This design comes from an exercise in tuning for small area on the open sky130 flow, not from production work. The RTL was checked by simulation tests, not by an equivalence proof against the original design. Power is estimated from default activity; no workload was simulated.

## design.v

```verilog
module id_stage_pipe #(
   parameter int DATA_W      = 32,
   parameter int REG_ADDR_W  = 5,
   parameter int STALL_CNT_W = 16
) (
   input  logic                   clk,
   input  logic                   rst_n,
   input  logic                   if_valid,
   input  logic [31:0]            instruction,
   input  logic [DATA_W-1:0]      pc_4,
   input  logic                   wb_reg_write,
   input  logic [REG_ADDR_W-1:0]  wb_reg,
   input  logic [DATA_W-1:0]      wb_data,
   input  logic                   mem_reg_write,
   input  logic                   mem_mem_read,
   input  logic [REG_ADDR_W-1:0]  mem_reg,
   input  logic [DATA_W-1:0]      mem_alu_result,
   output logic                   pc_write,
   output logic                   ifid_write,
   output logic                   flush,
   output logic                   branch_taken,
   output logic [DATA_W-1:0]      branch_target,
   output logic                   ex_valid,
   output logic                   ex_reg_write,
   output logic                   ex_mem_to_reg,
   output logic                   ex_mem_read,
   output logic                   ex_mem_write,
   output logic                   ex_alu_src,
   output logic                   ex_reg_dst,
   output logic [1:0]             ex_alu_op,
   output logic [REG_ADDR_W-1:0]  ex_reg_rs,
   output logic [REG_ADDR_W-1:0]  ex_reg_rt,
   output logic [REG_ADDR_W-1:0]  ex_reg_rd,
   output logic [DATA_W-1:0]      ex_imm,
   output logic [DATA_W-1:0]      ex_rs_data,
   output logic [DATA_W-1:0]      ex_rt_data,
   output logic [STALL_CNT_W-1:0] stall_count
);
   localparam int NREGS = 1 << REG_ADDR_W;
   localparam logic [5:0] OP_RTYPE = 6'h00, OP_LW = 6'h23, OP_SW = 6'h2B,
                          OP_ADDI  = 6'h08, OP_BEQ = 6'h04, OP_J = 6'h02;
   localparam bit FWD = 1'b1;
   typedef struct packed {
      logic                  valid;
      logic                  regWrite;
      logic                  memToReg;
      logic                  memRead;
      logic                  memWrite;
      logic                  aluSrc;
      logic                  regDst;
      logic [1:0]            aluOp;
      logic [REG_ADDR_W-1:0] rs;
      logic [REG_ADDR_W-1:0] rt;
      logic [REG_ADDR_W-1:0] rd;
      logic [DATA_W-1:0]     imm;
      logic [DATA_W-1:0]     rsData;
      logic [DATA_W-1:0]     rtData;
   } idEx_t;
   logic [DATA_W-1:0]     regFile [NREGS];
   logic [5:0]            opcode;
   logic [REG_ADDR_W-1:0] rs, rt, rd, exDst;
   logic                  isBeq, isJ, rtUsed;
   logic [DATA_W-1:0]     rsData, rtData, rsCmp, rtCmp, immExt, beqTarget, jTarget;
   logic                  rsMemHit, rtMemHit, rsStall, rtStall, rsFwd, rtFwd;
   logic                  loadUse, stall, take;
   idEx_t                 exReg, exNext;
   assign opcode = instruction[31:26];
   assign rs     = REG_ADDR_W'(instruction[25:21]);
   assign rt     = REG_ADDR_W'(instruction[20:16]);
   assign rd     = REG_ADDR_W'(instruction[15:11]);
   assign isBeq  = (opcode == OP_BEQ);
   assign isJ    = (opcode == OP_J);
   assign rtUsed = (opcode == OP_RTYPE) || (opcode == OP_SW) || isBeq;
   assign immExt = {{(DATA_W-16){instruction[15]}}, instruction[15:0]};
   assign rsData = (rs == '0) ? '0 : (wb_reg_write && wb_reg == rs) ? wb_data : regFile[rs];
   assign rtData = (rt == '0) ? '0 : (wb_reg_write && wb_reg == rt) ? wb_data : regFile[rt];
   always_ff @(posedge clk or negedge rst_n) begin
      if (!rst_n) begin
         for (int i = 0; i < NREGS; i++) regFile[i] <= '0;
      end else if (wb_reg_write && wb_reg != '0) begin
         regFile[wb_reg] <= wb_data;
      end
   end
   assign exDst    = ex_reg_dst ? ex_reg_rd : ex_reg_rt;
   assign loadUse  = ex_valid && ex_mem_read && ex_reg_rt != '0 &&
                     (ex_reg_rt == rs || (rtUsed && ex_reg_rt == rt));
   assign rsMemHit = mem_reg_write && rs == mem_reg;
   assign rtMemHit = mem_reg_write && rt == mem_reg;
   assign rsStall  = rs != '0 && ((ex_valid && ex_reg_write && rs == exDst) ||
                                  (rsMemHit && (mem_mem_read || !FWD)));
   assign rtStall  = rt != '0 && ((ex_valid && ex_reg_write && rt == exDst) ||
                                  (rtMemHit && (mem_mem_read || !FWD)));
   assign rsFwd    = FWD && rs != '0 && rsMemHit && !mem_mem_read;
   assign rtFwd    = FWD && rt != '0 && rtMemHit && !mem_mem_read;
   assign rsCmp    = rsFwd ? mem_alu_result : rsData;
   assign rtCmp    = rtFwd ? mem_alu_result : rtData;
   assign stall = rst_n && if_valid && (loadUse || (isBeq && (rsStall || rtStall)));
   assign take  = rst_n && if_valid && !stall && (isJ || (isBeq && rsCmp == rtCmp));
   assign beqTarget     = pc_4 + {immExt[DATA_W-3:0], 2'b00};
   assign jTarget       = {pc_4[DATA_W-1:28], instruction[25:0], 2'b00};
   assign pc_write      = !stall;
   assign ifid_write    = !stall;
   assign branch_taken  = take;
   assign flush         = take;
   assign branch_target = isJ ? jTarget : beqTarget;
   always_comb begin
      exNext = '0;
      if (if_valid && !stall) begin
         exNext.valid  = 1'b1;
         exNext.rs     = rs;
         exNext.rt     = rt;
         exNext.rd     = rd;
         exNext.imm    = immExt;
         exNext.rsData = rsData;
         exNext.rtData = rtData;
         case (opcode)
            OP_RTYPE: begin
               exNext.regDst = 1'b1; exNext.regWrite = 1'b1; exNext.aluOp = 2'b10;
            end
            OP_LW: begin
               exNext.aluSrc = 1'b1; exNext.memToReg = 1'b1;
               exNext.regWrite = 1'b1; exNext.memRead = 1'b1;
            end
            OP_SW:   begin exNext.aluSrc = 1'b1; exNext.memWrite = 1'b1; end
            OP_ADDI: begin exNext.aluSrc = 1'b1; exNext.regWrite = 1'b1; end
            OP_BEQ:  exNext.aluOp = 2'b01;
            default: ;
         endcase
      end
   end
   always_ff @(posedge clk or negedge rst_n) begin
      if (!rst_n) begin
         exReg       <= '0;
         stall_count <= '0;
      end else begin
         exReg <= exNext;
         if (stall && stall_count != '1) stall_count <= stall_count + STALL_CNT_W'(1);
      end
   end
   assign ex_valid      = exReg.valid;
   assign ex_reg_write  = exReg.regWrite;
   assign ex_mem_to_reg = exReg.memToReg;
   assign ex_mem_read   = exReg.memRead;
   assign ex_mem_write  = exReg.memWrite;
   assign ex_alu_src    = exReg.aluSrc;
   assign ex_reg_dst    = exReg.regDst;
   assign ex_alu_op     = exReg.aluOp;
   assign ex_reg_rs     = exReg.rs;
   assign ex_reg_rt     = exReg.rt;
   assign ex_reg_rd     = exReg.rd;
   assign ex_imm        = exReg.imm;
   assign ex_rs_data    = exReg.rsData;
   assign ex_rt_data    = exReg.rtData;
endmodule
```

## constraint.sdc

```tcl
create_clock -name core_clock -period 9.0 [get_ports {clk}]
set_input_delay 1.8000 -clock core_clock [delete_from_list [all_inputs] [get_ports {clk}]]
set_output_delay 1.8000 -clock core_clock [all_outputs]
set_load 0.01 [all_outputs]
```

## config.mk

```make
export PLATFORM = sky130hd
export DESIGN_NAME = id_stage_pipe
export DESIGN_NICKNAME = id_stage_pipe
export VERILOG_FILES = /design/flow/design.v
export SDC_FILE = /design/flow/constraint.sdc
export NUM_CORES = 4
export LEC_CHECK = 0
export CAP_MARGIN = 20
export CORE_MARGIN = 2
export CORE_UTILIZATION = 40
export SETUP_SLACK_MARGIN = 0.3
export SLEW_MARGIN = 20
```

## run.sh

```bash
#!/bin/bash
# synth_recipe.tcl (not shown) runs the flow's synth.tcl, then flattens the netlist and writes it again
# the make line also repeats each setting of config.mk as NAME=value (left out here)
make -C /OpenROAD-flow-scripts/flow DESIGN_CONFIG=/design/flow/config.mk WORK_HOME=/design/flow/orfs CLKGATE_MAP_FILE= SYNTH_SCRIPT=/design/flow/synth_recipe.tcl finish
```

==> results.txt <==
Startpoint Class=input pin; WP data required=7.20 ns; die area=around 0.15 sq mm; vias per inst=7.44; Min Clock Period, post-route=a little under 9 ns; # clock sinks=1106; IO buf count=315; synthesized area=between 0.05 and 0.06 sq mm; initial antenna violation count=31; number of synthesis warnings=2; crit-path max FO=17; Worst Tran Pin Value=approximately 1.4 ns; Worst Hold Class=flip-flop to flip-flop; P_leak=around 0.032 uW; core box area=0.148 sq mm; Synth-to-Final Area Change=21.2%; Post-synth top flop=dfrtp_1; chip width=390 um; drt pass-1 iters=12; critical path capture point type=output pin; reg2reg start=exReg[113]; worst setup margin=0.268 ns; pwr/cell area=about 210 mW/mm^2; busiest layer in global routing=met2; pre-CTS WS=-0.203 ns; end-of-flow core utilization=0.489; area occupied by multi-input gates=0.0305 sq mm; fin. max-slew vios=0; ANT nets after route=0; Register Area=0.0277 sq mm; commonest non-fill, non-tap cell in the layout=dfrtp_1; share of cells above drive strength 1=0.314; DRC Markers=0; hold_buf cts=0; Clock transition at path regs=about 0.06 ns; worst hold start=stall_count[15]; met1 Track Usage GR=0.569; I/O pin total=316; hold slack=0.497 ns; grt met2 use=0.611; syn_nets=5639; largest net degree at the start of global routing=roughly 170; GR Util All Layers=0.448; post-layout net count=5996; asr flop ratio synth=1.00; RSZ-0062 raised after global routing=false; ratio of final minimum period to clock period=0.970; Worst Setup SP=instruction[23]; Routed WL=351 mm; initial DRC count=10700; DR vias=58600; worst skew pair latency=0.84 ns; gr ovfl total=0; Setup Crit Path Kind=input pin to output pin; distinct cell type count after synthesis=86; chip height=390 um; row count=between 100 and 150; CTS tree=built; final hold viol count=0; first-pass GRT wire length=470 mm; CTS buffer count=between 100 and 150; H-tree Lvls=4; Seq cells post-synth=1106; Tot Pwr=roughly 15000 uW; Initial Util=0.403; number of flops mapped to enable cells by yosys=0; peak supply drop=~0.00021 V; Final HPWL DP=roughly 230 mm; outcome=timing/DRC/antenna clean; arrival time worst endpoint=6.93 ns; Slew Limit Headroom=0.0460; GP Congestion=1.07; vias in the first global route=around 55000; Seq/Total Area, Yosys=0.464; Clock Skew=0.0347 ns; setup tns final=0 ns; Max Root-Sink Buffers=3; Mapped Cells=between 5000 and 6000; commonest cells after routing, fill and taps aside=dfrtp_1, mux2_2, a22oi_1; synthesized area per cell=about 11 sq um; fmax=115 MHz; final number of setup-violating endpoints=0; wire per inst=about 45 um; CTS root buf=clkbuf_16; Max Cap Viol=0; grt met3 use=0.189; Fillers=13500
## sequential cells by signal, summed over array words and instances (netlist names)
signal	flops
exReg	98
stall_count	16
regFile	992
## path summary, 6_finish.rpt
check	to	slack, ns	depth (start not counted)
setup / recovery	branch_taken	0.27	16
hold / removal	stall_count[15]	0.50	1
setup reg to reg	exReg[3]	3.72	12
hold reg to reg	stall_count[15]	0.50	1
max in group asynchronous	regFile[19][25]	4.25	5
min in group asynchronous	regFile[23][23]	0.91	1
## stage by stage
stage / cells / instance area [sq um]
after floorplan: 5464 / 59600
after global placement: 7592 / 67200
after detailed placement: 7593 / 67200
after CTS: 7831 / 71700
after global routing: 7854 / 72200
final: 7879 / 72300
## timing repair
item	4_1_cts	5_1_grt
pin swaps	1	8
setup endpoints to repair	2	2
setup buffers	3	20
gates cloned	0	1
resized for setup	16	53
hold endpoints to repair	0	0
## per-layer routing
layer / up-vias / wire, um
li1: 21600 / -
met2: 5796 / 138000
met3: 1746 / 54500
met5: - / 161
met1: 29400 / 127000
met4: 16 / 31000
## area by class of cell
cell class / count / share of cell area
multi-input combinational: 3782 / 0.421
sequential: 1106 / 0.383
timing repair buffer: 782 / 0.0987
clock buffer: 186 / 0.0516
tap: 1930 / 0.0334
clock inverter: 49 / 0.0103
inverter: 19 / 0.000987
antenna: 25 / 0.000865
## cells in the mapped netlist, types with 11 or more instances
library cell / number / share of area
a2111oi_0: 117 / 0.017
a211o_1: 13 / 0.0019
a211oi_1: 22 / 0.0028
a21o_1: 13 / 0.0016
a21oi_1: 144 / 0.012
a221oi_1: 91 / 0.013
a22o_1: 58 / 0.0085
a22oi_1: 449 / 0.057
a31oi_1: 16 / 0.0017
a32o_1: 20 / 0.0034
a32oi_1: 29 / 0.0043
and2_1: 34 / 0.0036
and3_1: 418 / 0.044
buf_1: 35 / 0.0022
buf_2: 72 / 0.0060
buf_4: 34 / 0.0043
clkbuf_1: 412 / 0.026
dfrtp_1: 1106 / 0.46
ha_1: 30 / 0.0063
inv_1: 19 / 0.0012
mux2_2: 979 / 0.18
mux2i_1: 16 / 0.0027
nand2_1: 192 / 0.012
nand2b_1: 30 / 0.0031
nand3_1: 141 / 0.012
nand3b_1: 22 / 0.0028
nand4_1: 144 / 0.015
nand4b_1: 11 / 0.0016
nor2_1: 213 / 0.013
nor2b_1: 15 / 0.0016
nor3_1: 54 / 0.0045
nor3b_1: 15 / 0.0019
nor4_1: 30 / 0.0031
o211ai_1: 16 / 0.0020
o21ai_0: 90 / 0.0076
o22ai_1: 52 / 0.0055
or4_1: 27 / 0.0034
xnor2_1: 42 / 0.0062
xor2_1: 62 / 0.0091
## power by group
part           switching, uW  total, uW  internal, uW
Clock                   2380       5640          3270
Combinational           1570       2910          1340
Sequential               979       6870          5890
## critical path, cell delays in order
cell	delay [ns]
buf_4	0.29
or3b_2	0.62
nor2_4	0.86
buf_4	0.41
a22oi_1	0.10
nand4_1	0.11
or4_1	0.52
a32oi_2	0.29
o221a_2	0.29
o21ai_0	0.16
nand4_1	0.13
nor4b_2	0.31
buf_4	0.17
nand4_1	0.10
nand2_1	0.18
clkdlybuf4s50_1	0.56
## cell families after synthesis
group	after synthesis	share of synthesized area
compound gates	1230	0.154
flops	1106	0.464
mux	995	0.188
fa+ha+maj	31	0.00663
buf+inv	577	0.0406
xor+xnor	104	0.0153
simple gates	1421	0.132

-- re-timing with driven ports --
The flow's constraints put no driver on any port. The routed layout listed below was extracted and timed again, unchanged, in two steps.
Step 1 sets driving cells, clkbuf_16 on the clock port and buf_2 on the other inputs (assumed; they add their load-dependent delay and slew).
Step 2 adds t to the input delays and takes it off the output delays; t is the mean of the earliest and latest rising clock arrival at the registers after step 1. Input paths then give back, and output paths get back, about the clock's delay inside the block.
a / b / c = no drivers / after step 1 / after step 2; a / b = the first two.
t, ns: 0.911
setup WS [ns]: 0.268 / 0.207 / 0.207
worst data-port slew with drivers (ns): 0.15
After both steps setup and hold are still met in this run. The setup slack of this run moves by -0.061 ns with the drivers and by -0.061 ns with both steps.
